From an optimization exercise on the open Yosys and OpenROAD flow, aimed at small area, a short achievable clock period and few clock cycles; shortcuts taken in it are not production practice.
Function was checked by simulation only, so behaviour that the tests miss may differ from the original.
Power and IR drop assume default switching activity.

run G:
==> flow/design.v (excerpt) <==
module can_rx_frame_cache_diag_latch (
    input  logic                            aclk,
    input  logic                            aresetn,
    input  logic                            s_tvalid,
    output logic                            s_tready,
    input  logic [crfc_pkg::STdataW-1:0]    s_tdata,
    input  logic [crfc_pkg::STuserW-1:0]    s_tuser,
    output logic                            m_tvalid,
    input  logic                            m_tready,
    output logic [crfc_pkg::MTdataW-1:0]    m_tdata,
    input  logic                            cfg_wr_en,
    input  logic [crfc_pkg::CfgIdxW-1:0]    cfg_index,
    input  logic [crfc_pkg::IdW-1:0]        cfg_data
);
    localparam int N = crfc_pkg::NumSlots;
    logic [10:0] in_id, in_lookup;
    logic [3:0]  in_len;
    logic [63:0] in_data;
    logic [7:0]  in_pid;
    logic [31:0] in_now;
    assign in_id     = s_tdata[10:0];
    assign in_len    = s_tdata[32:29];
    assign in_data   = s_tdata[96:33];
    assign in_pid    = s_tdata[104:97];
    assign in_lookup = s_tdata[115:105];
    assign in_now    = s_tdata[147:116];
    logic [N-1:0][10:0] slot_id;
    logic [10:0]        diag_id;
    always_ff @(posedge aclk) begin
        if (!aresetn) begin
            slot_id[0] <= crfc_pkg::RstRpmId;
            slot_id[1] <= crfc_pkg::RstSpeedId;
            slot_id[2] <= crfc_pkg::RstCoolantId;
            slot_id[3] <= crfc_pkg::RstGearId;
            slot_id[4] <= crfc_pkg::RstFuelId;
            diag_id    <= crfc_pkg::RstDiagId;
        end else if (cfg_wr_en) begin
            for (int k = 0; k < N; k++)
                if (cfg_index == 3'(k)) slot_id[k] <= cfg_data;
            if (cfg_index == 3'd5) diag_id <= cfg_data;
        end
    end
    logic m_valid;
    logic accept;
    logic is_frame, is_sess_req, is_read_req, is_take_sess, is_take_read, is_get_slot;
    assign s_tready = !m_valid || m_tready;
    assign accept   = s_tvalid && s_tready;
  ...
==> flow/config.mk <==
export PLATFORM = sky130hd
export DESIGN_NAME = can_rx_frame_cache_diag_latch
export DESIGN_NICKNAME = can_rx_frame_cache_diag_latch
export VERILOG_FILES = /design/flow/design.v
export SDC_FILE = /design/flow/constraint.sdc
export NUM_CORES = 4
export LEC_CHECK = 0
export CAP_MARGIN = 20
export CORE_MARGIN = 2
export CORE_UTILIZATION = 55
export CTS_CLUSTER_DIAMETER = 80
export CTS_CLUSTER_SIZE = 22
export SETUP_SLACK_MARGIN = 1.1
export SLEW_MARGIN = 20
==> flow/constraint.sdc <==
create_clock -name core_clock -period 3.5 [get_ports {aclk}]
set_input_delay 0.7000 -clock core_clock [delete_from_list [all_inputs] [get_ports {aclk}]]
set_output_delay 0.7000 -clock core_clock [all_outputs]
set_load 0.01 [all_outputs]
standard.sh (not shown) runs the stock make flow with config.mk's settings and CLKGATE_MAP_FILE= SYNTH_SCRIPT=/design/flow/synth_recipe.tcl, a recipe that flattens the netlist after the stock synthesis.
==> flow/flow/run.sh <==
#!/bin/bash
# Standard ORFS layout, with plain buffers (instead of the default delay
# cells) on the input and output ports, and the input port buffers sized by
# their fanout before the first repair. Every tool's output is kept in the
# ORFS logs folder; make's own output goes to standard.log.
set -euo pipefail
export BUFFER_PORTS_ARGS="-buffer_cell sky130_fd_sc_hd__buf_1"
export PRE_RESIZE_TCL="$PWD/flow/size_inputs.tcl"
bash standard.sh > standard.log 2>&1
==> flow/flow/size_inputs.tcl <==
# Size each input port's buffer by the number of pins it drives.
set n2 0
set n4 0
foreach bterm [[ord::get_db_block] getBTerms] {
  if {[$bterm getIoType] ne "INPUT"} { continue }
  set net [$bterm getNet]
  if {$net eq "NULL"} { continue }
  foreach iterm [$net getITerms] {
    set inst [$iterm getInst]
    if {[[$inst getMaster] getName] ne "sky130_fd_sc_hd__buf_1"} { continue }
    set onet [[$inst findITerm X] getNet]
    if {$onet eq "NULL"} { continue }
    set fanout [expr {[llength [$onet getITerms]] - 1}]
    if {$fanout >= 8} {
      replace_cell [$inst getName] sky130_fd_sc_hd__buf_4
      incr n4
    } elseif {$fanout >= 2} {
      replace_cell [$inst getName] sky130_fd_sc_hd__buf_2
      incr n2
    }
  }
}
puts "size_inputs: $n2 input buffers to buf_2, $n4 to buf_4"
Run G has completed all stages; timing, DRC and antenna checks passed.
Testbench counts of run G, summed over its fixed seeds: cycles 12,008.
## Diff of input files: run A against run G
-- flow/flow/size_inputs.tcl --
<<< run G, line 13
    set fanout [expr {[llength [$onet getITerms]] - 1}]
    if {$fanout >= 8} {
      replace_cell [$inst getName] sky130_fd_sc_hd__buf_4
>>> run A, line 13
    set fanout [expr {[llength [$onet getITerms]] - 1}]
    if {$fanout >= 4} {
      replace_cell [$inst getName] sky130_fd_sc_hd__buf_4
-- flow/config.mk --
<<< run G, line 9
export CORE_MARGIN = 2
export CORE_UTILIZATION = 55
export CTS_CLUSTER_DIAMETER = 80
export CTS_CLUSTER_SIZE = 22
export SETUP_SLACK_MARGIN = 1.1
export SLEW_MARGIN = 20
>>> run A, line 9
export CORE_MARGIN = 2
export CORE_UTILIZATION = 65
export CTS_CLUSTER_DIAMETER = 100
export CTS_CLUSTER_SIZE = 28
export PLACE_DENSITY = 0.72
export SETUP_SLACK_MARGIN = 1.3
export SLEW_MARGIN = 20
### Flow results
Run A: all stages complete, timing, DRC and antenna checks passed
Per the comparison of run A with run G, cell count shows a reduction of 126, share of layout cells above drive strength 1 shows an increase of 0.70 points, sequential power share shows an increase of 3.9 points, first-iteration DRC count shows a reduction of 232, count of plain and timing-repair buffers in the layout shows a reduction of 21.
Comparing the two runs side by side, run A comes out ahead of run G on routed wire length.
Cell-internal power went down by a few percent going from run G to run A.

* * *

Setup of wip/yarrow:
Another version of the RTL of can_rx_frame_cache_diag_latch (not shown whole).
For scale: ~640 flip-flops, roughly 330 I/O pins, about 25,000 um^2 of cells after synthesis.
clock: 3.5 ns
lec_check: 0
cap_margin: 20
core_margin: 2
core_utilization: 40
setup_slack_margin: 1.0
slew_margin: 20
==> flow/flow/run.sh <==
#!/bin/bash
# Standard ORFS layout, with plain buffers (instead of the default delay
# cells) on the input and output ports. Every tool's output is kept in the
# ORFS logs folder; make's own output goes to standard.log.
set -euo pipefail
export BUFFER_PORTS_ARGS="-buffer_cell sky130_fd_sc_hd__buf_1"
bash standard.sh > standard.log 2>&1
wip/yarrow: PASS, flow complete, no timing, DRC or antenna violations
Testbench counts of wip/yarrow, summed over its fixed seeds: cycles 12,008.
### wip/yarrow -> wip/amber
# wip/yarrow
export LEC_CHECK = 0
export CAP_MARGIN = 20
export CORE_MARGIN = 2
export CORE_UTILIZATION = 40
export SETUP_SLACK_MARGIN = 1.0
export SLEW_MARGIN = 20
create_clock -name core_clock -period 3.5 [get_ports {aclk}]
# wip/amber
export LEC_CHECK = 0
export CAP_MARGIN = 20
export CORE_MARGIN = 2
export CORE_UTILIZATION = 40
export SLEW_MARGIN = 20
create_clock -name core_clock -period 3.5 [get_ports {aclk}]
==> flow/run.sh (new file) <==
#!/bin/bash
# synth_recipe.tcl (not shown) runs the flow's synth.tcl, then flattens the netlist and writes it again
# the make line also repeats each setting of config.mk as NAME=value (left out here)
make -C /OpenROAD-flow-scripts/flow DESIGN_CONFIG=/design/flow/config.mk WORK_HOME=/design/flow/orfs CLKGATE_MAP_FILE= SYNTH_SCRIPT=/design/flow/synth_recipe.tcl finish
removed: flow/flow/run.sh
removed: flow/standard.sh
==> comparison <==
- [wip/amber] clock network power share rose 0.7 points relative to wip/yarrow
- Taking wip/yarrow as the reference, in wip/amber sequential area share after synthesis has remained practically unchanged, power in sequential cells closely matched the old numbers.
- On total track usage, the higher figure sits with wip/amber, not wip/yarrow.
- Final worst setup slack in wip/amber vs wip/yarrow: down 500 ps
- Compared with wip/yarrow, wip/amber shows a higher part of the cycle the worst path needs.
- Going from wip/yarrow to wip/amber, met1 wire length saw a decrease, number of DRC markers in iteration 0 dropped 17.
- wip/amber vs wip/yarrow: switching share of power down in wip/amber
- Against wip/yarrow, internal power summed over all cells in wip/amber came out worse.
- End point of the critical path: m_tdata[94] -> wip/yarrow, m_tdata[48] -> wip/amber
Inputs modified between wip/amber and wip/garnet:
# wip/amber
export LEC_CHECK = 0
export CAP_MARGIN = 20
export CORE_MARGIN = 2
export CORE_UTILIZATION = 40
export SLEW_MARGIN = 20
create_clock -name core_clock -period 3.5 [get_ports {aclk}]
# wip/garnet
export LEC_CHECK = 0
export CAP_MARGIN = 20
export CORE_MARGIN = 2
export CORE_UTILIZATION = 40
export CTS_BUF_LIST = sky130_fd_sc_hd__clkbuf_8
export CTS_CLUSTER_SIZE = 20
export SETUP_SLACK_MARGIN = 1.0
export SLEW_MARGIN = 20
create_clock -name core_clock -period 3.5 [get_ports {aclk}]
==> flow/flow/run.sh (new file) <==
#!/bin/bash
# Standard ORFS layout, with plain buffers (instead of the default delay
# cells) on the input and output ports. Every tool's output is kept in the
# ORFS logs folder; make's own output goes to standard.log.
set -euo pipefail
export BUFFER_PORTS_ARGS="-buffer_cell sky130_fd_sc_hd__buf_1"
bash standard.sh > standard.log 2>&1
==> flow/standard.sh (new file) <==
#!/bin/bash
# synth_recipe.tcl (not shown) runs the flow's synth.tcl, then flattens the netlist and writes it again
# the make line also repeats each setting of config.mk as NAME=value (left out here)
make -C /OpenROAD-flow-scripts/flow DESIGN_CONFIG=/design/flow/config.mk WORK_HOME=/design/flow/orfs CLKGATE_MAP_FILE= SYNTH_SCRIPT=/design/flow/synth_recipe.tcl "${@:-finish}"
removed: flow/run.sh
--- outcome ---
Cmp wip/garnet vs wip/amber: worst-case setup margin in the final layout higher in wip/garnet. Summary of wip/garnet over wip/amber: via count of the routed design grew by 76, leakage power summed over all cells saw a decrease, combinational power went down about 20%. wip/garnet vs wip/amber, fraction of standard cell area that is sequential went up by 4.5 points. Compared with wip/amber, wip/garnet shows a final clock period utilization by the worst path that is 11 points lower. wip/garnet — endpoint arrival time on the critical path 380 ps lower, wip/amber as reference. Taking wip/amber as the reference, in wip/garnet count of clock-buffer cells in the layout increased by 18 relative to the old numbers; net switching fraction of the power increased by 1.8 points relative to the old numbers.
What wip/pepper does differently from wip/garnet at the input level:
# wip/garnet
export LEC_CHECK = 0
export CAP_MARGIN = 20
export CORE_MARGIN = 2
export CORE_UTILIZATION = 40
export CTS_BUF_LIST = sky130_fd_sc_hd__clkbuf_8
export CTS_CLUSTER_SIZE = 20
export SETUP_SLACK_MARGIN = 1.0
export SLEW_MARGIN = 20
create_clock -name core_clock -period 3.5 [get_ports {aclk}]
# wip/pepper
export LEC_CHECK = 0
export CAP_MARGIN = 20
export CORE_MARGIN = 2
export CORE_UTILIZATION = 40
export SLEW_MARGIN = 20
create_clock -name core_clock -period 3.5 [get_ports {aclk}]
The final layouts of wip/garnet and wip/pepper pass the timing, design-rule and antenna checks.
| power in sequential cells | wip/pepper vs wip/garnet | ≈ equal |
wip/pepper vs wip/garnet: number of cells on the critical path down
Comparing wip/garnet with wip/pepper, the sequential share of the synthesized area came out essentially unchanged.
Max smallest setup slack after layout across wip/garnet and wip/pepper: wip/garnet
wip/pepper: fraction of the cycle the final worst path needs is 2.5 points higher than what wip/garnet reported.
Routed wire length: wip/pepper vs wip/garnet down 1.1%
Power: wip/pepper draws more than wip/garnet
Comparing wip/garnet and wip/pepper, number of antenna violations at the first check in global routing is lower on wip/garnet.
met5 as the top layer reached by signal wires was reported by wip/pepper, and met4 by wip/garnet.

## separate check: timing with driven ports
Ports are ideal in the flow. The routed layouts listed here were re-timed in OpenROAD.
Step 1, drivers: a clkbuf_16 drives aclk and a buf_2 each remaining input, both assumed.
Step 2, shift: input delay + t, output delay - t, t = (earliest + latest rising clock arrival at the registers) / 2. This alone moves slack from input paths to output paths.
Slacks: ideal ports / drivers / drivers and shift; pairs: ideal ports / drivers.
run | t, ns | setup slack, ns | hold WS [ns] | slew at the worst register clock pin (ns) | worst data-port slew with drivers (ns)
run G | 0.639 | 1.022 / 0.962 / 0.505 | 0.365 / 0.332 / 0.456 | 0.09 / 0.09 | 0.11
run A | 0.651 | 0.995 / 0.936 / 0.743 | 0.297 / 0.263 / 0.459 | 0.12 / 0.12 | 0.11
wip/yarrow | 0.659 | 0.755 / 0.697 / 0.447 | 0.362 / 0.329 / 0.450 | 0.06 / 0.06 | 0.10
wip/amber | 0.646 | 0.251 / 0.196 / -0.018 | 0.454 / 0.454 / 0.454 | 0.06 / 0.06 | 0.12
wip/garnet | 0.740 | 0.633 / 0.579 / 0.381 | 0.282 / 0.255 / 0.451 | 0.07 / 0.07 | 0.10
wip/pepper | 0.657 | 0.545 / 0.490 / 0.233 | 0.347 / 0.327 / 0.452 | 0.06 / 0.06 | 0.11
Met with ideal ports but missed after step 2: setup timing in wip/amber. The setup slack of run G, which loses most, moves by -0.060 ns with the drivers and by -0.517 ns with both steps.
